Context: an optimization exercise on an open-source flow, tuned for small area and a short achievable clock period. The choices shown serve that exercise and are no tape-out recipe.
RTL that was checked went through simulation tests only; none was proved equivalent to the original.
Function not checked in run 2: the RTL went through the layout flow alone.

==> flow/design.v (outline; a module is shown in full before it is edited, if it fits) <==
// module beamformer_top: 3649 lines
module beamformer_top (
	input  wire         clock,
	input  wire         reset,
	input  wire         in_valid,
	input  wire [79:0]  sample_i,
	input  wire [79:0]  sample_q,
	input  wire         wr_en,
	input  wire [2:0]   wr_elem,
	input  wire [1:0]   wr_sel,
	input  wire [4:0]   wr_data,
	output wire         out_valid,
	output wire [15:0]  out_i,
	output wire [15:0]  out_q
);
  // ...
==> flow/flow/run.sh <==
#!/bin/bash
set -euo pipefail
R=$PWD/orfs/results/sky130hd/beamformer_top/base
ARGS=(SETUP_SLACK_MARGIN=6.0
	"BUFFER_PORTS_ARGS=-buffer_cell sky130_fd_sc_hd__buf_2"
	"CTS_ARGS=-sink_clustering_enable -repair_clock_nets -dont_use_dummy_load -sink_clustering_size 25 -sink_clustering_max_diameter 90")
bash standard.sh "${ARGS[@]}" "$R/1_2_yosys.v" > synth.log 2>&1
cp "$R/1_2_yosys.v" "$R/1_2_yosys.standard.v"
python3 flow/fixinv.py "$R/1_2_yosys.standard.v" "$R/1_2_yosys.v" > fixinv.log 2>&1
bash standard.sh "${ARGS[@]}" finish > layout.log 2>&1
==> flow/flow/fixinv.py <==
#!/usr/bin/env python3
"""Remove inverters around full-adder cells in a Yosys netlist.

Yosys's extract_fa often builds a full adder on inverted inputs and inverts
its outputs back. A full adder is self-dual, fa(~a,~b,~c) = (~sum, ~cout),
so a cell can swap the polarity of all its pins: where that lets inverters
on its inputs and outputs cancel, this script does so. Registers and every
other cell are left as they are.

usage: fixinv.py IN.v OUT.v
"""
import re
import sys

FA = 'sky130_fd_sc_hd__fa_'
INV = ('sky130_fd_sc_hd__inv_', 'sky130_fd_sc_hd__clkinv_')
OUTPINS = {'X', 'Y', 'Q', 'Q_N', 'SUM', 'COUT', 'HI', 'LO'}

src = open(sys.argv[1]).read()
inst_re = re.compile(r'^(\s*)(sky130_fd_sc_hd__\w+)\s+(\S+)\s*\((.*?)\);\n', re.S | re.M)
pin_re = re.compile(r'\.(\w+)\(\s*(.*?)\s*\)\s*(?:,|$)', re.S)

insts = {}
order = []
for m in inst_re.finditer(src):
    typ, name, body = m.group(2), m.group(3), m.group(4)
    pins = dict((p, n.strip()) for p, n in pin_re.findall(body))
    insts[name] = [typ, pins]
    order.append(name)
rest = inst_re.sub('', src)

m = re.search(r'module\s+\w+\s*\((.*?)\);', src, re.S)
ext_text = '\n'.join(l for l in rest.split(';') if re.match(r'\s*(input|output|inout|assign)\b', l))
ext_names = set(re.findall(r'(\\\S+|[A-Za-z_][\w$]*)', ext_text))
# port names from the header too
ext_names |= set(re.findall(r'(\\\S+|[A-Za-z_][\w$]*)', m.group(1)))


def is_inv(t):
    return t.startswith(INV)


drv = {}
loads = {}


def rebuild():
    drv.clear()
    loads.clear()
    for n, (t, pins) in insts.items():
        for p, net in pins.items():
            if p in OUTPINS:
                drv[net] = (n, p)
            else:
                loads.setdefault(net, []).append((n, p))


rebuild()
cnt = [0]


def newnet():
    cnt[0] += 1
    return '_fixinv_%d_' % cnt[0]


new_wires = []


def external(net):
    return net in ext_names or net.startswith("1'")


def inv_of(net):
    """A net carrying ~net without adding a cell, or None."""
    d = drv.get(net)
    if d and is_inv(insts[d[0]][0]):
        return insts[d[0]][1]['A']
    for (n, p) in loads.get(net, []):
        if is_inv(insts[n][0]) and n in insts:
            return insts[n][1]['Y']
    return None


def gain(name):
    t, pins = insts[name]
    g = 0
    for p in ('A', 'B', 'CIN'):
        net = pins[p]
        d = drv.get(net)
        if d and is_inv(insts[d[0]][0]) and len(loads.get(net, [])) == 1 and not external(net):
            g += 1          # that inverter goes away
        elif inv_of(net) is None:
            g -= 1          # a new inverter is needed
    for p in ('SUM', 'COUT'):
        net = pins[p]
        ls = loads.get(net, [])
        invs = [n for (n, q) in ls if is_inv(insts[n][0]) and not external(insts[n][1]['Y'])]
        others = len(ls) - len(invs) + (1 if external(net) else 0)
        g += len(invs)
        if others:
            g -= 1
    return g


def flip(name):
    t, pins = insts[name]
    for p in ('A', 'B', 'CIN'):
        net = pins[p]
        d = drv.get(net)
        if d and is_inv(insts[d[0]][0]) and len(loads.get(net, [])) == 1 and not external(net):
            a = insts[d[0]][1]['A']
            del insts[d[0]]
            pins[p] = a
        else:
            alt = inv_of(net)
            if alt is None:
                alt = newnet()
                new_wires.append(alt)
                insts['_fixinv_i%d_' % cnt[0]] = ['sky130_fd_sc_hd__inv_1', {'A': net, 'Y': alt}]
                order.append('_fixinv_i%d_' % cnt[0])
            pins[p] = alt
        rebuild()
    for p in ('SUM', 'COUT'):
        net = pins[p]
        ls = loads.get(net, [])
        invs = [n for (n, q) in ls if is_inv(insts[n][0]) and not external(insts[n][1]['Y'])]
        others = [(n, q) for (n, q) in ls if n not in invs]
        nn = newnet()
        new_wires.append(nn)
        pins[p] = nn            # the cell now drives ~old value on nn
        for n in invs:
            y = insts[n][1]['Y']
            del insts[n]
            # loads of y now read nn directly
            for (m2, q2) in loads.get(y, []):
                if m2 in insts:
                    insts[m2][1][q2] = nn
        if others or external(net):
            insts['_fixinv_o%d_' % cnt[0]] = ['sky130_fd_sc_hd__inv_1', {'A': nn, 'Y': net}]
            order.append('_fixinv_o%d_' % cnt[0])
        rebuild()


before = sum(1 for t, _ in insts.values() if is_inv(t))
changed = True
passes = 0
while changed and passes < 20:
    changed = False
    passes += 1
    for name in list(order):
        if name in insts and insts[name][0].startswith(FA) and gain(name) > 0:
            flip(name)
            changed = True
after = sum(1 for t, _ in insts.values() if is_inv(t))

# emit
out = []
ins = []
for name in order:
    if name not in insts:
        continue
    t, pins = insts[name]
    body = ',\n'.join('    .%s(%s%s)' % (p, n, ' ' if n.startswith('\\') else '') for p, n in pins.items())
    ins.append('  %s %s (\n%s\n  );\n' % (t, name, body))
text = rest
idx = text.rindex('endmodule')
wires = ''.join('  wire %s;\n' % w for w in new_wires)
# put new wires after the module header
hdr_end = re.search(r'module\s+\w+\s*\(.*?\);\n', text, re.S).end()
text = text[:hdr_end] + wires + text[hdr_end:]
idx = text.rindex('endmodule')
text = text[:idx] + ''.join(ins) + text[idx:]
open(sys.argv[2], 'w').write(text)
print('inverters: %d -> %d (%d passes)' % (before, after, passes), file=sys.stderr)
==> flow/standard.sh <==
#!/bin/bash
# synth_recipe.tcl (not shown) runs the flow's synth.tcl, then flattens the netlist and writes it again
# the make line also repeats each setting of config.mk as NAME=value (left out here)
make -C /OpenROAD-flow-scripts/flow DESIGN_CONFIG=/design/flow/config.mk WORK_HOME=/design/flow/orfs CLKGATE_MAP_FILE= SYNTH_SCRIPT=/design/flow/synth_recipe.tcl "${@:-finish}"
==> flow/config.mk <==
export PLATFORM = sky130hd
export DESIGN_NAME = beamformer_top
export DESIGN_NICKNAME = beamformer_top
export VERILOG_FILES = /design/flow/design.v
export SDC_FILE = /design/flow/constraint.sdc
export NUM_CORES = 4
export LEC_CHECK = 0
export CAP_MARGIN = 20
export CORE_MARGIN = 2
export CORE_UTILIZATION = 55
export SETUP_SLACK_MARGIN = 5
export SLEW_MARGIN = 20
==> flow/constraint.sdc <==
create_clock -name core_clock -period 9.0 [get_ports {clock}]
set_input_delay 1.8000 -clock core_clock [delete_from_list [all_inputs] [get_ports {clock}]]
set_output_delay 1.8000 -clock core_clock [all_outputs]
set_load 0.01 [all_outputs]
==> metrics.cfg, run 1 <==
[global_routing]
grt_max_degree = 40
grt_pass1_wl_um = 375000
use_met1_pct = 42.0

[final_layout]
layout_common_cells = xnor2_1 (1141), dfxtp_1 (902), a22oi_1 (864)
fill_cells = 13700
ff_latch_area_mm2 = 0.0285
clkbuf_count = 75
finish.instance_area_mm2 = 0.0956
seq_share_pct = 29.8

[clock_tree]
holdBufCountCts = 0
clk_pin_slew_ns = 0.10
cts_tree = yes
cts_buffers = 75
clkLatencyLatePin_ns = 0.73

[place]
gp_congestion = 0.917
io_buffers = 206
place_ws_ns = 4.64
place_hpwl_um = 181000

[route]
drc = 0
num_vias = 62000

[hold_path]
whs_endpoint = vld[1]

[timing]
skew_ns = 0.0757
setup_viol = 0

[status]
outcome = no timing/DRC/antenna violations

[worst_setup_path]
critPathRequiredTime_ns = 7.20
end_kind = output pin

[floorplan]
taps = 2160
die_w_um = 406

==> inputs of run 2 (changes only) <==
--- a/flow/design.v
+++ b/flow/design.v
@@ -9,26 +9,83 @@
 	input  wire [2:0]   wr_elem,
 	input  wire [1:0]   wr_sel,
 	input  wire [4:0]   wr_data,
 	output wire         out_valid,
 	output wire [15:0]  out_i,
 	output wire [15:0]  out_q
 );
 	reg [4:0] bank [0:31];
-	integer k;
-	always @(posedge clock) begin
-		if (reset) begin
-			for (k = 0; k < 32; k = k + 1) bank[k] <= 5'd0;
-		end else if (wr_en) begin
-			bank[{wr_elem, wr_sel}] <= wr_data;
-		end
-	end
-	wire signed [5:0] wc_0 = $signed(bank[0]) + $signed(bank[2]);
-	wire signed [5:0] ws_0 = $signed(bank[1]) + $signed(bank[3]);
+	wire [4:0] wr_slot = {wr_elem, wr_sel};
+	wire [4:0] bnx_0 = reset ? 5'd0 : (wr_en && wr_slot == 5'd0) ? wr_data : bank[0];
+	always @(posedge clock) bank[0] <= bnx_0;
+	wire [4:0] bnx_1 = reset ? 5'd0 : (wr_en && wr_slot == 5'd1) ? wr_data : bank[1];
+	always @(posedge clock) bank[1] <= bnx_1;
+	wire [4:0] bnx_2 = reset ? 5'd0 : (wr_en && wr_slot == 5'd2) ? wr_data : bank[2];
+	always @(posedge clock) bank[2] <= bnx_2;
+	wire [4:0] bnx_3 = reset ? 5'd0 : (wr_en && wr_slot == 5'd3) ? wr_data : bank[3];
+	always @(posedge clock) bank[3] <= bnx_3;
+	wire [4:0] bnx_4 = reset ? 5'd0 : (wr_en && wr_slot == 5'd4) ? wr_data : bank[4];
+	always @(posedge clock) bank[4] <= bnx_4;
+	wire [4:0] bnx_5 = reset ? 5'd0 : (wr_en && wr_slot == 5'd5) ? wr_data : bank[5];
+	always @(posedge clock) bank[5] <= bnx_5;
+	wire [4:0] bnx_6 = reset ? 5'd0 : (wr_en && wr_slot == 5'd6) ? wr_data : bank[6];
+	always @(posedge clock) bank[6] <= bnx_6;
+	wire [4:0] bnx_7 = reset ? 5'd0 : (wr_en && wr_slot == 5'd7) ? wr_data : bank[7];
+	always @(posedge clock) bank[7] <= bnx_7;
+	wire [4:0] bnx_8 = reset ? 5'd0 : (wr_en && wr_slot == 5'd8) ? wr_data : bank[8];
+	always @(posedge clock) bank[8] <= bnx_8;
+	wire [4:0] bnx_9 = reset ? 5'd0 : (wr_en && wr_slot == 5'd9) ? wr_data : bank[9];
+	always @(posedge clock) bank[9] <= bnx_9;
+	wire [4:0] bnx_10 = reset ? 5'd0 : (wr_en && wr_slot == 5'd10) ? wr_data : bank[10];
+	always @(posedge clock) bank[10] <= bnx_10;
+	wire [4:0] bnx_11 = reset ? 5'd0 : (wr_en && wr_slot == 5'd11) ? wr_data : bank[11];
+	always @(posedge clock) bank[11] <= bnx_11;
+	wire [4:0] bnx_12 = reset ? 5'd0 : (wr_en && wr_slot == 5'd12) ? wr_data : bank[12];
+	always @(posedge clock) bank[12] <= bnx_12;
+	wire [4:0] bnx_13 = reset ? 5'd0 : (wr_en && wr_slot == 5'd13) ? wr_data : bank[13];
+	always @(posedge clock) bank[13] <= bnx_13;
+	wire [4:0] bnx_14 = reset ? 5'd0 : (wr_en && wr_slot == 5'd14) ? wr_data : bank[14];
+	always @(posedge clock) bank[14] <= bnx_14;
+	wire [4:0] bnx_15 = reset ? 5'd0 : (wr_en && wr_slot == 5'd15) ? wr_data : bank[15];
+	always @(posedge clock) bank[15] <= bnx_15;
+	wire [4:0] bnx_16 = reset ? 5'd0 : (wr_en && wr_slot == 5'd16) ? wr_data : bank[16];
+	always @(posedge clock) bank[16] <= bnx_16;
+	wire [4:0] bnx_17 = reset ? 5'd0 : (wr_en && wr_slot == 5'd17) ? wr_data : bank[17];
+	always @(posedge clock) bank[17] <= bnx_17;
+	wire [4:0] bnx_18 = reset ? 5'd0 : (wr_en && wr_slot == 5'd18) ? wr_data : bank[18];
+	always @(posedge clock) bank[18] <= bnx_18;
+	wire [4:0] bnx_19 = reset ? 5'd0 : (wr_en && wr_slot == 5'd19) ? wr_data : bank[19];
+	always @(posedge clock) bank[19] <= bnx_19;
+	wire [4:0] bnx_20 = reset ? 5'd0 : (wr_en && wr_slot == 5'd20) ? wr_data : bank[20];
+	always @(posedge clock) bank[20] <= bnx_20;
+	wire [4:0] bnx_21 = reset ? 5'd0 : (wr_en && wr_slot == 5'd21) ? wr_data : bank[21];
+	always @(posedge clock) bank[21] <= bnx_21;
+	wire [4:0] bnx_22 = reset ? 5'd0 : (wr_en && wr_slot == 5'd22) ? wr_data : bank[22];
+	always @(posedge clock) bank[22] <= bnx_22;
+	wire [4:0] bnx_23 = reset ? 5'd0 : (wr_en && wr_slot == 5'd23) ? wr_data : bank[23];
+	always @(posedge clock) bank[23] <= bnx_23;
+	wire [4:0] bnx_24 = reset ? 5'd0 : (wr_en && wr_slot == 5'd24) ? wr_data : bank[24];
+	always @(posedge clock) bank[24] <= bnx_24;
+	wire [4:0] bnx_25 = reset ? 5'd0 : (wr_en && wr_slot == 5'd25) ? wr_data : bank[25];
+	always @(posedge clock) bank[25] <= bnx_25;
+	wire [4:0] bnx_26 = reset ? 5'd0 : (wr_en && wr_slot == 5'd26) ? wr_data : bank[26];
+	always @(posedge clock) bank[26] <= bnx_26;
+	wire [4:0] bnx_27 = reset ? 5'd0 : (wr_en && wr_slot == 5'd27) ? wr_data : bank[27];
+	always @(posedge clock) bank[27] <= bnx_27;
+	wire [4:0] bnx_28 = reset ? 5'd0 : (wr_en && wr_slot == 5'd28) ? wr_data : bank[28];
+	always @(posedge clock) bank[28] <= bnx_28;
+	wire [4:0] bnx_29 = reset ? 5'd0 : (wr_en && wr_slot == 5'd29) ? wr_data : bank[29];
+	always @(posedge clock) bank[29] <= bnx_29;
+	wire [4:0] bnx_30 = reset ? 5'd0 : (wr_en && wr_slot == 5'd30) ? wr_data : bank[30];
+	always @(posedge clock) bank[30] <= bnx_30;
+	wire [4:0] bnx_31 = reset ? 5'd0 : (wr_en && wr_slot == 5'd31) ? wr_data : bank[31];
+	always @(posedge clock) bank[31] <= bnx_31;
+	wire signed [5:0] wc_0 = $signed(bnx_0) + $signed(bnx_2);
+	wire signed [5:0] ws_0 = $signed(bnx_1) + $signed(bnx_3);
 	wire bc0_0_one_n = wc_0[0] ^ 1'b0;
 	wire bc0_0_two_n = (wc_0[1] & ~wc_0[0] & ~1'b0) | (~wc_0[1] & wc_0[0] & 1'b0);
 	wire bc0_0_neg_n = wc_0[1];
 	reg bc0_0_one, bc0_0_two, bc0_0_neg;
 	always @(posedge clock) begin bc0_0_one <= bc0_0_one_n; bc0_0_two <= bc0_0_two_n; bc0_0_neg <= bc0_0_neg_n; end
 	wire bc0_1_one_n = wc_0[2] ^ wc_0[1];
 	wire bc0_1_two_n = (wc_0[3] & ~wc_0[2] & ~wc_0[1]) | (~wc_0[3] & wc_0[2] & wc_0[1]);
 	wire bc0_1_neg_n = wc_0[3];
@@ -49,18 +106,18 @@
 	wire bs0_1_neg_n = ws_0[3];
 	reg bs0_1_one, bs0_1_two, bs0_1_neg;
 	always @(posedge clock) begin bs0_1_one <= bs0_1_one_n; bs0_1_two <= bs0_1_two_n; bs0_1_neg <= bs0_1_neg_n; end
 	wire bs0_2_one_n = ws_0[4] ^ ws_0[3];
 	wire bs0_2_two_n = (ws_0[5] & ~ws_0[4] & ~ws_0[3]) | (~ws_0[5] & ws_0[4] & ws_0[3]);
 	wire bs0_2_neg_n = ws_0[5];
 	reg bs0_2_one, bs0_2_two, bs0_2_neg;
 	always @(posedge clock) begin bs0_2_one <= bs0_2_one_n; bs0_2_two <= bs0_2_two_n; bs0_2_neg <= bs0_2_neg_n; end
-	wire signed [5:0] wc_1 = $signed(bank[4]) + $signed(bank[6]);
-	wire signed [5:0] ws_1 = $signed(bank[5]) + $signed(bank[7]);
+	wire signed [5:0] wc_1 = $signed(bnx_4) + $signed(bnx_6);
+	wire signed [5:0] ws_1 = $signed(bnx_5) + $signed(bnx_7);
 	wire bc1_0_one_n = wc_1[0] ^ 1'b0;
 	wire bc1_0_two_n = (wc_1[1] & ~wc_1[0] & ~1'b0) | (~wc_1[1] & wc_1[0] & 1'b0);
 	wire bc1_0_neg_n = wc_1[1];
 	reg bc1_0_one, bc1_0_two, bc1_0_neg;
 	always @(posedge clock) begin bc1_0_one <= bc1_0_one_n; bc1_0_two <= bc1_0_two_n; bc1_0_neg <= bc1_0_neg_n; end
 	wire bc1_1_one_n = wc_1[2] ^ wc_1[1];
 	wire bc1_1_two_n = (wc_1[3] & ~wc_1[2] & ~wc_1[1]) | (~wc_1[3] & wc_1[2] & wc_1[1]);
 	wire bc1_1_neg_n = wc_1[3];
@@ -81,18 +138,18 @@
 	wire bs1_1_neg_n = ws_1[3];
 	reg bs1_1_one, bs1_1_two, bs1_1_neg;
 	always @(posedge clock) begin bs1_1_one <= bs1_1_one_n; bs1_1_two <= bs1_1_two_n; bs1_1_neg <= bs1_1_neg_n; end
 	wire bs1_2_one_n = ws_1[4] ^ ws_1[3];
 	wire bs1_2_two_n = (ws_1[5] & ~ws_1[4] & ~ws_1[3]) | (~ws_1[5] & ws_1[4] & ws_1[3]);
 	wire bs1_2_neg_n = ws_1[5];
 	reg bs1_2_one, bs1_2_two, bs1_2_neg;
 	always @(posedge clock) begin bs1_2_one <= bs1_2_one_n; bs1_2_two <= bs1_2_two_n; bs1_2_neg <= bs1_2_neg_n; end
-	wire signed [5:0] wc_2 = $signed(bank[8]) + $signed(bank[10]);
-	wire signed [5:0] ws_2 = $signed(bank[9]) + $signed(bank[11]);
+	wire signed [5:0] wc_2 = $signed(bnx_8) + $signed(bnx_10);
+	wire signed [5:0] ws_2 = $signed(bnx_9) + $signed(bnx_11);
 	wire bc2_0_one_n = wc_2[0] ^ 1'b0;
 	wire bc2_0_two_n = (wc_2[1] & ~wc_2[0] & ~1'b0) | (~wc_2[1] & wc_2[0] & 1'b0);
 	wire bc2_0_neg_n = wc_2[1];
 	reg bc2_0_one, bc2_0_two, bc2_0_neg;
 	always @(posedge clock) begin bc2_0_one <= bc2_0_one_n; bc2_0_two <= bc2_0_two_n; bc2_0_neg <= bc2_0_neg_n; end
 	wire bc2_1_one_n = wc_2[2] ^ wc_2[1];
 	wire bc2_1_two_n = (wc_2[3] & ~wc_2[2] & ~wc_2[1]) | (~wc_2[3] & wc_2[2] & wc_2[1]);
 	wire bc2_1_neg_n = wc_2[3];
@@ -113,18 +170,18 @@
 	wire bs2_1_neg_n = ws_2[3];
 	reg bs2_1_one, bs2_1_two, bs2_1_neg;
 	always @(posedge clock) begin bs2_1_one <= bs2_1_one_n; bs2_1_two <= bs2_1_two_n; bs2_1_neg <= bs2_1_neg_n; end
 	wire bs2_2_one_n = ws_2[4] ^ ws_2[3];
 	wire bs2_2_two_n = (ws_2[5] & ~ws_2[4] & ~ws_2[3]) | (~ws_2[5] & ws_2[4] & ws_2[3]);
 	wire bs2_2_neg_n = ws_2[5];
 	reg bs2_2_one, bs2_2_two, bs2_2_neg;
 	always @(posedge clock) begin bs2_2_one <= bs2_2_one_n; bs2_2_two <= bs2_2_two_n; bs2_2_neg <= bs2_2_neg_n; end
-	wire signed [5:0] wc_3 = $signed(bank[12]) + $signed(bank[14]);
-	wire signed [5:0] ws_3 = $signed(bank[13]) + $signed(bank[15]);
+	wire signed [5:0] wc_3 = $signed(bnx_12) + $signed(bnx_14);
+	wire signed [5:0] ws_3 = $signed(bnx_13) + $signed(bnx_15);
 	wire bc3_0_one_n = wc_3[0] ^ 1'b0;
 	wire bc3_0_two_n = (wc_3[1] & ~wc_3[0] & ~1'b0) | (~wc_3[1] & wc_3[0] & 1'b0);
 	wire bc3_0_neg_n = wc_3[1];
 	reg bc3_0_one, bc3_0_two, bc3_0_neg;
 	always @(posedge clock) begin bc3_0_one <= bc3_0_one_n; bc3_0_two <= bc3_0_two_n; bc3_0_neg <= bc3_0_neg_n; end
 	wire bc3_1_one_n = wc_3[2] ^ wc_3[1];
 	wire bc3_1_two_n = (wc_3[3] & ~wc_3[2] & ~wc_3[1]) | (~wc_3[3] & wc_3[2] & wc_3[1]);
 	wire bc3_1_neg_n = wc_3[3];
@@ -145,18 +202,18 @@
 	wire bs3_1_neg_n = ws_3[3];
 	reg bs3_1_one, bs3_1_two, bs3_1_neg;
 	always @(posedge clock) begin bs3_1_one <= bs3_1_one_n; bs3_1_two <= bs3_1_two_n; bs3_1_neg <= bs3_1_neg_n; end
 	wire bs3_2_one_n = ws_3[4] ^ ws_3[3];
 	wire bs3_2_two_n = (ws_3[5] & ~ws_3[4] & ~ws_3[3]) | (~ws_3[5] & ws_3[4] & ws_3[3]);
 	wire bs3_2_neg_n = ws_3[5];
 	reg bs3_2_one, bs3_2_two, bs3_2_neg;
 	always @(posedge clock) begin bs3_2_one <= bs3_2_one_n; bs3_2_two <= bs3_2_two_n; bs3_2_neg <= bs3_2_neg_n; end
-	wire signed [5:0] wc_4 = $signed(bank[16]) + $signed(bank[18]);
-	wire signed [5:0] ws_4 = $signed(bank[17]) + $signed(bank[19]);
+	wire signed [5:0] wc_4 = $signed(bnx_16) + $signed(bnx_18);
+	wire signed [5:0] ws_4 = $signed(bnx_17) + $signed(bnx_19);
 	wire bc4_0_one_n = wc_4[0] ^ 1'b0;
 	wire bc4_0_two_n = (wc_4[1] & ~wc_4[0] & ~1'b0) | (~wc_4[1] & wc_4[0] & 1'b0);
 	wire bc4_0_neg_n = wc_4[1];
 	reg bc4_0_one, bc4_0_two, bc4_0_neg;
 	always @(posedge clock) begin bc4_0_one <= bc4_0_one_n; bc4_0_two <= bc4_0_two_n; bc4_0_neg <= bc4_0_neg_n; end
 	wire bc4_1_one_n = wc_4[2] ^ wc_4[1];
 	wire bc4_1_two_n = (wc_4[3] & ~wc_4[2] & ~wc_4[1]) | (~wc_4[3] & wc_4[2] & wc_4[1]);
 	wire bc4_1_neg_n = wc_4[3];
@@ -177,18 +234,18 @@
 	wire bs4_1_neg_n = ws_4[3];
 	reg bs4_1_one, bs4_1_two, bs4_1_neg;
 	always @(posedge clock) begin bs4_1_one <= bs4_1_one_n; bs4_1_two <= bs4_1_two_n; bs4_1_neg <= bs4_1_neg_n; end
 	wire bs4_2_one_n = ws_4[4] ^ ws_4[3];
 	wire bs4_2_two_n = (ws_4[5] & ~ws_4[4] & ~ws_4[3]) | (~ws_4[5] & ws_4[4] & ws_4[3]);
 	wire bs4_2_neg_n = ws_4[5];
 	reg bs4_2_one, bs4_2_two, bs4_2_neg;
 	always @(posedge clock) begin bs4_2_one <= bs4_2_one_n; bs4_2_two <= bs4_2_two_n; bs4_2_neg <= bs4_2_neg_n; end
-	wire signed [5:0] wc_5 = $signed(bank[20]) + $signed(bank[22]);
-	wire signed [5:0] ws_5 = $signed(bank[21]) + $signed(bank[23]);
+	wire signed [5:0] wc_5 = $signed(bnx_20) + $signed(bnx_22);
+	wire signed [5:0] ws_5 = $signed(bnx_21) + $signed(bnx_23);
 	wire bc5_0_one_n = wc_5[0] ^ 1'b0;
 	wire bc5_0_two_n = (wc_5[1] & ~wc_5[0] & ~1'b0) | (~wc_5[1] & wc_5[0] & 1'b0);
 	wire bc5_0_neg_n = wc_5[1];
 	reg bc5_0_one, bc5_0_two, bc5_0_neg;
 	always @(posedge clock) begin bc5_0_one <= bc5_0_one_n; bc5_0_two <= bc5_0_two_n; bc5_0_neg <= bc5_0_neg_n; end
 	wire bc5_1_one_n = wc_5[2] ^ wc_5[1];
 	wire bc5_1_two_n = (wc_5[3] & ~wc_5[2] & ~wc_5[1]) | (~wc_5[3] & wc_5[2] & wc_5[1]);
 	wire bc5_1_neg_n = wc_5[3];
@@ -209,18 +266,18 @@
 	wire bs5_1_neg_n = ws_5[3];
 	reg bs5_1_one, bs5_1_two, bs5_1_neg;
 	always @(posedge clock) begin bs5_1_one <= bs5_1_one_n; bs5_1_two <= bs5_1_two_n; bs5_1_neg <= bs5_1_neg_n; end
 	wire bs5_2_one_n = ws_5[4] ^ ws_5[3];
 	wire bs5_2_two_n = (ws_5[5] & ~ws_5[4] & ~ws_5[3]) | (~ws_5[5] & ws_5[4] & ws_5[3]);
 	wire bs5_2_neg_n = ws_5[5];
 	reg bs5_2_one, bs5_2_two, bs5_2_neg;
 	always @(posedge clock) begin bs5_2_one <= bs5_2_one_n; bs5_2_two <= bs5_2_two_n; bs5_2_neg <= bs5_2_neg_n; end
-	wire signed [5:0] wc_6 = $signed(bank[24]) + $signed(bank[26]);
-	wire signed [5:0] ws_6 = $signed(bank[25]) + $signed(bank[27]);
+	wire signed [5:0] wc_6 = $signed(bnx_24) + $signed(bnx_26);
+	wire signed [5:0] ws_6 = $signed(bnx_25) + $signed(bnx_27);
 	wire bc6_0_one_n = wc_6[0] ^ 1'b0;
 	wire bc6_0_two_n = (wc_6[1] & ~wc_6[0] & ~1'b0) | (~wc_6[1] & wc_6[0] & 1'b0);
 	wire bc6_0_neg_n = wc_6[1];
 	reg bc6_0_one, bc6_0_two, bc6_0_neg;
 	always @(posedge clock) begin bc6_0_one <= bc6_0_one_n; bc6_0_two <= bc6_0_two_n; bc6_0_neg <= bc6_0_neg_n; end
 	wire bc6_1_one_n = wc_6[2] ^ wc_6[1];
 	wire bc6_1_two_n = (wc_6[3] & ~wc_6[2] & ~wc_6[1]) | (~wc_6[3] & wc_6[2] & wc_6[1]);
 	wire bc6_1_neg_n = wc_6[3];
@@ -241,18 +298,18 @@
 	wire bs6_1_neg_n = ws_6[3];
 	reg bs6_1_one, bs6_1_two, bs6_1_neg;
 	always @(posedge clock) begin bs6_1_one <= bs6_1_one_n; bs6_1_two <= bs6_1_two_n; bs6_1_neg <= bs6_1_neg_n; end
 	wire bs6_2_one_n = ws_6[4] ^ ws_6[3];
 	wire bs6_2_two_n = (ws_6[5] & ~ws_6[4] & ~ws_6[3]) | (~ws_6[5] & ws_6[4] & ws_6[3]);
 	wire bs6_2_neg_n = ws_6[5];
 	reg bs6_2_one, bs6_2_two, bs6_2_neg;
 	always @(posedge clock) begin bs6_2_one <= bs6_2_one_n; bs6_2_two <= bs6_2_two_n; bs6_2_neg <= bs6_2_neg_n; end
-	wire signed [5:0] wc_7 = $signed(bank[28]) + $signed(bank[30]);
-	wire signed [5:0] ws_7 = $signed(bank[29]) + $signed(bank[31]);
+	wire signed [5:0] wc_7 = $signed(bnx_28) + $signed(bnx_30);
+	wire signed [5:0] ws_7 = $signed(bnx_29) + $signed(bnx_31);
 	wire bc7_0_one_n = wc_7[0] ^ 1'b0;
 	wire bc7_0_two_n = (wc_7[1] & ~wc_7[0] & ~1'b0) | (~wc_7[1] & wc_7[0] & 1'b0);
 	wire bc7_0_neg_n = wc_7[1];
 	reg bc7_0_one, bc7_0_two, bc7_0_neg;
 	always @(posedge clock) begin bc7_0_one <= bc7_0_one_n; bc7_0_two <= bc7_0_two_n; bc7_0_neg <= bc7_0_neg_n; end
 	wire bc7_1_one_n = wc_7[2] ^ wc_7[1];
 	wire bc7_1_two_n = (wc_7[3] & ~wc_7[2] & ~wc_7[1]) | (~wc_7[3] & wc_7[2] & wc_7[1]);
 	wire bc7_1_neg_n = wc_7[3];
@@ -273,21 +330,17 @@
 	wire bs7_1_neg_n = ws_7[3];
 	reg bs7_1_one, bs7_1_two, bs7_1_neg;
 	always @(posedge clock) begin bs7_1_one <= bs7_1_one_n; bs7_1_two <= bs7_1_two_n; bs7_1_neg <= bs7_1_neg_n; end
 	wire bs7_2_one_n = ws_7[4] ^ ws_7[3];
 	wire bs7_2_two_n = (ws_7[5] & ~ws_7[4] & ~ws_7[3]) | (~ws_7[5] & ws_7[4] & ws_7[3]);
 	wire bs7_2_neg_n = ws_7[5];
 	reg bs7_2_one, bs7_2_two, bs7_2_neg;
 	always @(posedge clock) begin bs7_2_one <= bs7_2_one_n; bs7_2_two <= bs7_2_two_n; bs7_2_neg <= bs7_2_neg_n; end
-	reg [79:0] si_r, sq_r;
-	always @(posedge clock) begin
-		si_r <= sample_i;
-		sq_r <= sample_q;
-	end
+	wire [79:0] si_r = sample_i, sq_r = sample_q;
 	wire [9:0] xi_0 = si_r[9:0];
 	wire [9:0] xq_0 = sq_r[9:0];
 	wire pp_1 = (bc0_0_one & xi_0[0]) ^ bc0_0_neg;
 	wire pp_2 = ((bc0_0_one & xi_0[1]) | (bc0_0_two & xi_0[0])) ^ bc0_0_neg;
 	wire pp_3 = ((bc0_0_one & xi_0[2]) | (bc0_0_two & xi_0[1])) ^ bc0_0_neg;
 	wire pp_4 = ((bc0_0_one & xi_0[3]) | (bc0_0_two & xi_0[2])) ^ bc0_0_neg;
 	wire pp_5 = ((bc0_0_one & xi_0[4]) | (bc0_0_two & xi_0[3])) ^ bc0_0_neg;
 	wire pp_6 = ((bc0_0_one & xi_0[5]) | (bc0_0_two & xi_0[4])) ^ bc0_0_neg;
@@ -3636,16 +3689,16 @@
 	reg [17:0] caq_r, cbq_r;
 	always @(posedge clock) begin caq_r <= {1'b1, cqc_3216, cqc_3214, cqc_3212, cqc_3210, cqc_3208, cqc_3206, cqc_3204, cqc_3202, cqc_3200, cqc_3198, cqc_3196, cqc_3194, cqc_3192, cqc_3190, cqc_3188, cqc_3186, cqs_3185}; cbq_r <= {1'b0, cqc_3184, cqs_3215, cqs_3213, cqs_3211, cqs_3209, cqs_3207, cqs_3205, cqs_3203, cqs_3201, cqs_3199, cqs_3197, cqs_3195, cqs_3193, cqs_3191, cqs_3189, cqs_3187, cqs_3037}; end
 	wire [17:0] sq = caq_r + cbq_r;
 	wire sq_ovf = (sq[17] != sq[16]) || (sq[17] != sq[15]);
 	reg [15:0] oq_r;
 	always @(posedge clock) oq_r <= sq_ovf ? {sq[17], {15{~sq[17]}}} : sq[15:0];
 	assign out_i = oi_r;
 	assign out_q = oq_r;
-	reg [4:0] vld;
+	reg [3:0] vld;
 	always @(posedge clock) begin
-		if (reset) vld <= 5'd0;
-		else vld <= {vld[3:0], in_valid};
+		if (reset) vld <= 4'd0;
+		else vld <= {vld[2:0], in_valid};
 	end
-	assign out_valid = vld[4];
+	assign out_valid = vld[3];
 endmodule
 `default_nettype wire
==> flow/run.sh (new file) <==
#!/bin/bash
# synth_recipe.tcl (not shown) runs the flow's synth.tcl, then flattens the netlist and writes it again
# the make line also repeats each setting of config.mk as NAME=value (left out here)
make -C /OpenROAD-flow-scripts/flow DESIGN_CONFIG=/design/flow/config.mk WORK_HOME=/design/flow/orfs CLKGATE_MAP_FILE= SYNTH_SCRIPT=/design/flow/synth_recipe.tcl finish
==> flow/config.mk (replaced) <==
export PLATFORM = sky130hd
export DESIGN_NAME = beamformer_top
export DESIGN_NICKNAME = beamformer_top
export VERILOG_FILES = /design/flow/design.v
export SDC_FILE = /design/flow/constraint.sdc
export NUM_CORES = 4
export LEC_CHECK = 0
export CAP_MARGIN = 20
export CORE_MARGIN = 2
export CORE_UTILIZATION = 60
export SETUP_SLACK_MARGIN = 5
export SLEW_MARGIN = 20
removed: flow/flow/run.sh
removed: flow/flow/fixinv.py
removed: flow/standard.sh
==> run 2 against run 1 <==
Utilization grew 7.3 points; largest cell class unchanged; worst hold slack worse by 0.013 ns; sequential share of layout area fell by 5.6 points; critical endpoint is now vq_1b_r[6]; global-route usage up 3.0 points; synthesized cell count grew 5.4%; via count up 3.5%.
==> metrics.cfg, run 2 <==
[yosys]
synthDistinctLibCells = 80
ys_warn_count = 2
synth.net_count = 10700
async_reset_ff_share_pct = 0
avgSynthCellArea_um2 = 9.57
ys_ff_latch = 1160
synthCells = 9035
synthesis.area_mm2 = 0.0865
synth.most_common_cell = inv_1
synthFlopType = dfxtp_1
synth_edf_count = 0
synth_commonest_cells = inv_1 (1201), xnor2_1 (1172), dfxtp_1 (1160)
ys_top_cells_by_area = dfxtp_1 (27%), fa_1 (20%), xnor2_1 (12%)
yosys.area.top_type = dfxtp_1
synth.top_cell.area_share_pct = 26.8
yosysSeqAreaShare_pct = 26.8

[timing]
setup_ws_ns = 5.04
worst_slew_pin_slew_ns = 1.17
final_max_slew_viol_count = 0
setup_tns_ns = 0
setup_viol = 0  ; unchanged
fmax_mhz = 253
rsz0062_at_grt = yes
relSlewSlack_pct = 21.8
finalCritPeriodShare_pct = 44.0
hold_viol_final = 0
skew_ns = 0.0258  ; -0.0499 ns
period_minus_slack_ns = 3.96

[status]
outcome = no timing/DRC/antenna violations

[clock_tree]
holdBufCountCts = 0  ; unchanged
clk_path_buf_depth = 3
htree_levels = 4
clkLatencyLatePin_ns = 0.79  ; +0.06 ns
cts_tree = yes
clockRootBuffer = clkbuf_16
cts_buffers = 131  ; +75%
clk_pin_slew_ns = 0.06  ; -0.04 ns
cts_sinks = 1160

[worst_setup_path]
r2r.worst_path.cells = 11
cpPeakStageDelay_ns = 0.83
path_class = in2reg
end_kind = flip-flop
cp.arrival_ns = 4.64
path_cells = clkdlybuf4s50_1 -> a22oi_1 -> xnor2_1 -> fa_1 -> fa_1 -> fa_1 -> inv_1
critPathRequiredTime_ns = 9.68  ; +2.48 ns
worstSetupStartpointType = input port
path_common_cell = fa_1
crit_path_top_delay_cell = clkdlybuf4s50_1
critPathMaxFanout = 12

[final_layout]
nets = 10600
finish.instance_area_mm2 = 0.0959  ; +0.26%
fill_cells = 11700  ; -14%
drive_gt1_share_pct = 8.49
layout_common_cells = inv_1 (1200), dfxtp_1 (1153), xnor2_1 (1148)
final_common_cell = inv_1
top_register = bank
area_delta_synth_final_pct = 10.8
largest_register_ffs = 160
ff_latch_area_mm2 = 0.0232  ; -18%
multiInputGateArea_mm2 = 0.0582

[floorplan]
core_area_mm2 = 0.143
initial_core_util_pct = 60.4
die_w_um = 384  ; -5.4%
dieArea_mm2 = 0.147
fp.dieH_um = 384
io_pins = 207
rows = 139

[hold_path]
hold_depth = 1
min_path_type = reg2reg

[route]
viasPerCell = 5.88
drt-initial-drc-count = 5298
drc = 0  ; unchanged
first_pass_iters = 6
wl_per_cell_um = 22.1
routed_wl_um = 242000
postRouteAntennaNets = 0
num_vias = 64200  ; +3.5%

[global_routing]
grt_pass1_wl_um = 374000  ; -0.35%
grt_antenna_before_repair = 11
grt_max_degree = 76  ; +90%
grt_pass1_vias = 64700
gr-total-overflow = 0
grtUsageTotal_pct = 32.7

[place]
place_ws_ns = 3.14  ; -1.50 ns
gp_congestion = 0.923  ; +0.61%
place_hpwl_um = 179000  ; -0.69%
dpl_cell_area_mm2 = 0.0907
io_buffers = 206  ; unchanged

[job]
maxCapViolations = 0

-- run 2: kinds of logic after synthesis --
| kind of cell | share of synthesized area (%) |
|---|---|
| AND/OR/NAND/NOR | 5.48 |
| multiplexers | 1.30 |
| flip-flops | 26.8 |
| AO/OA/AOI/OAI | 16.1 |
| buffers and inverters | 7.76 |
| XOR/XNOR | 13.9 |
| adder cells (fa/ha/maj) | 28.7 |
-- run 2: worst paths after layout --
path	slack (ns)	from	endpoint
setup / recovery	5.04	sample_q[11]	vq_1b_r[6]
setup reg to reg	5.36	vi_6a_r[0]	ui_6[7]
hold / removal	0.45	vld[0]	vld[1]
hold reg to reg	0.45	vld[0]	vld[1]
-- run 2: worst max-delay path, delay by kind of cell --
family / cells / cell delay [ns]
buffers and inverters: 2 / 0.87
xor gates and xnor gates: 1 / 0.21
adders and majority gates: 3 / 1.58
AOI/OAI and AO/OA: 1 / 0.16
-- run 2: what timing repair did --
item                       in CTS  in global routing
pin swaps                       6                  6
buffers inserted               15                 28
gates resized for setup       145                 98
cloned                          1                  1
setup endpoints to repair     232                149
-- run 2: cell type report --
cell class                 instances  share of cell area (%)
antenna                            2                 0.00522
multi-input combinational       6102                    60.7
inverter                        1217                    4.76
sequential                      1160                    24.2
timing repair buffer             311                    2.98
clock buffer                     170                    3.80
clock inverter                    65                    1.00
tap                             1903                    2.48
-- run 2: through the flow --
step | cells | util, % | hold slack [ns]
final | 10900 | 66.9 | 0.450
after global routing | 10900 | 66.9 | 0.465
after detailed placement | 10600 | 63.3 | 0.432
after global placement | 10600 | 63.3 | 0.431
after CTS | 10900 | 66.5 | 0.456
after floorplan | 9035 | - | 0.414
-- run 2: layer usage --
layer	track usage [%]	up-vias	share of wire [%]
li1	-	29600	-
met1	44.5	31600	42
met2	52.0	2557	46
met3	5.54	491	7.9
met4	13.6	8	4.3
met5	0	-	0.020

## separate check: timing with driven ports
The flow's constraints put no driver on any port. The routed layouts listed below were extracted and timed again, unchanged, in two steps. Step 1: set_driving_cell puts a clkbuf_16 on clock and a buf_2 on each other input, an assumption about the parent block. Step 2 moves the port delays by t, midway between the first and last clock arrival at a register: inputs arrive t later, outputs are due t later. That takes back most of the time a late clock gives input paths. Slacks: no drivers / after step 1 / after step 2; pairs: no drivers / after step 1.
run	t, ns	setup slack, ns	worst data-port slew with drivers (ns)
run 1	0.771	5.986 / 5.907 / 5.408	0.05
run 2	0.859	5.042 / 5.089 / 4.231	0.10
After both steps setup and hold are still met in every run listed. The setup slack of run 2, which loses most, moves by +0.047 ns with the drivers and by -0.811 ns with both steps.
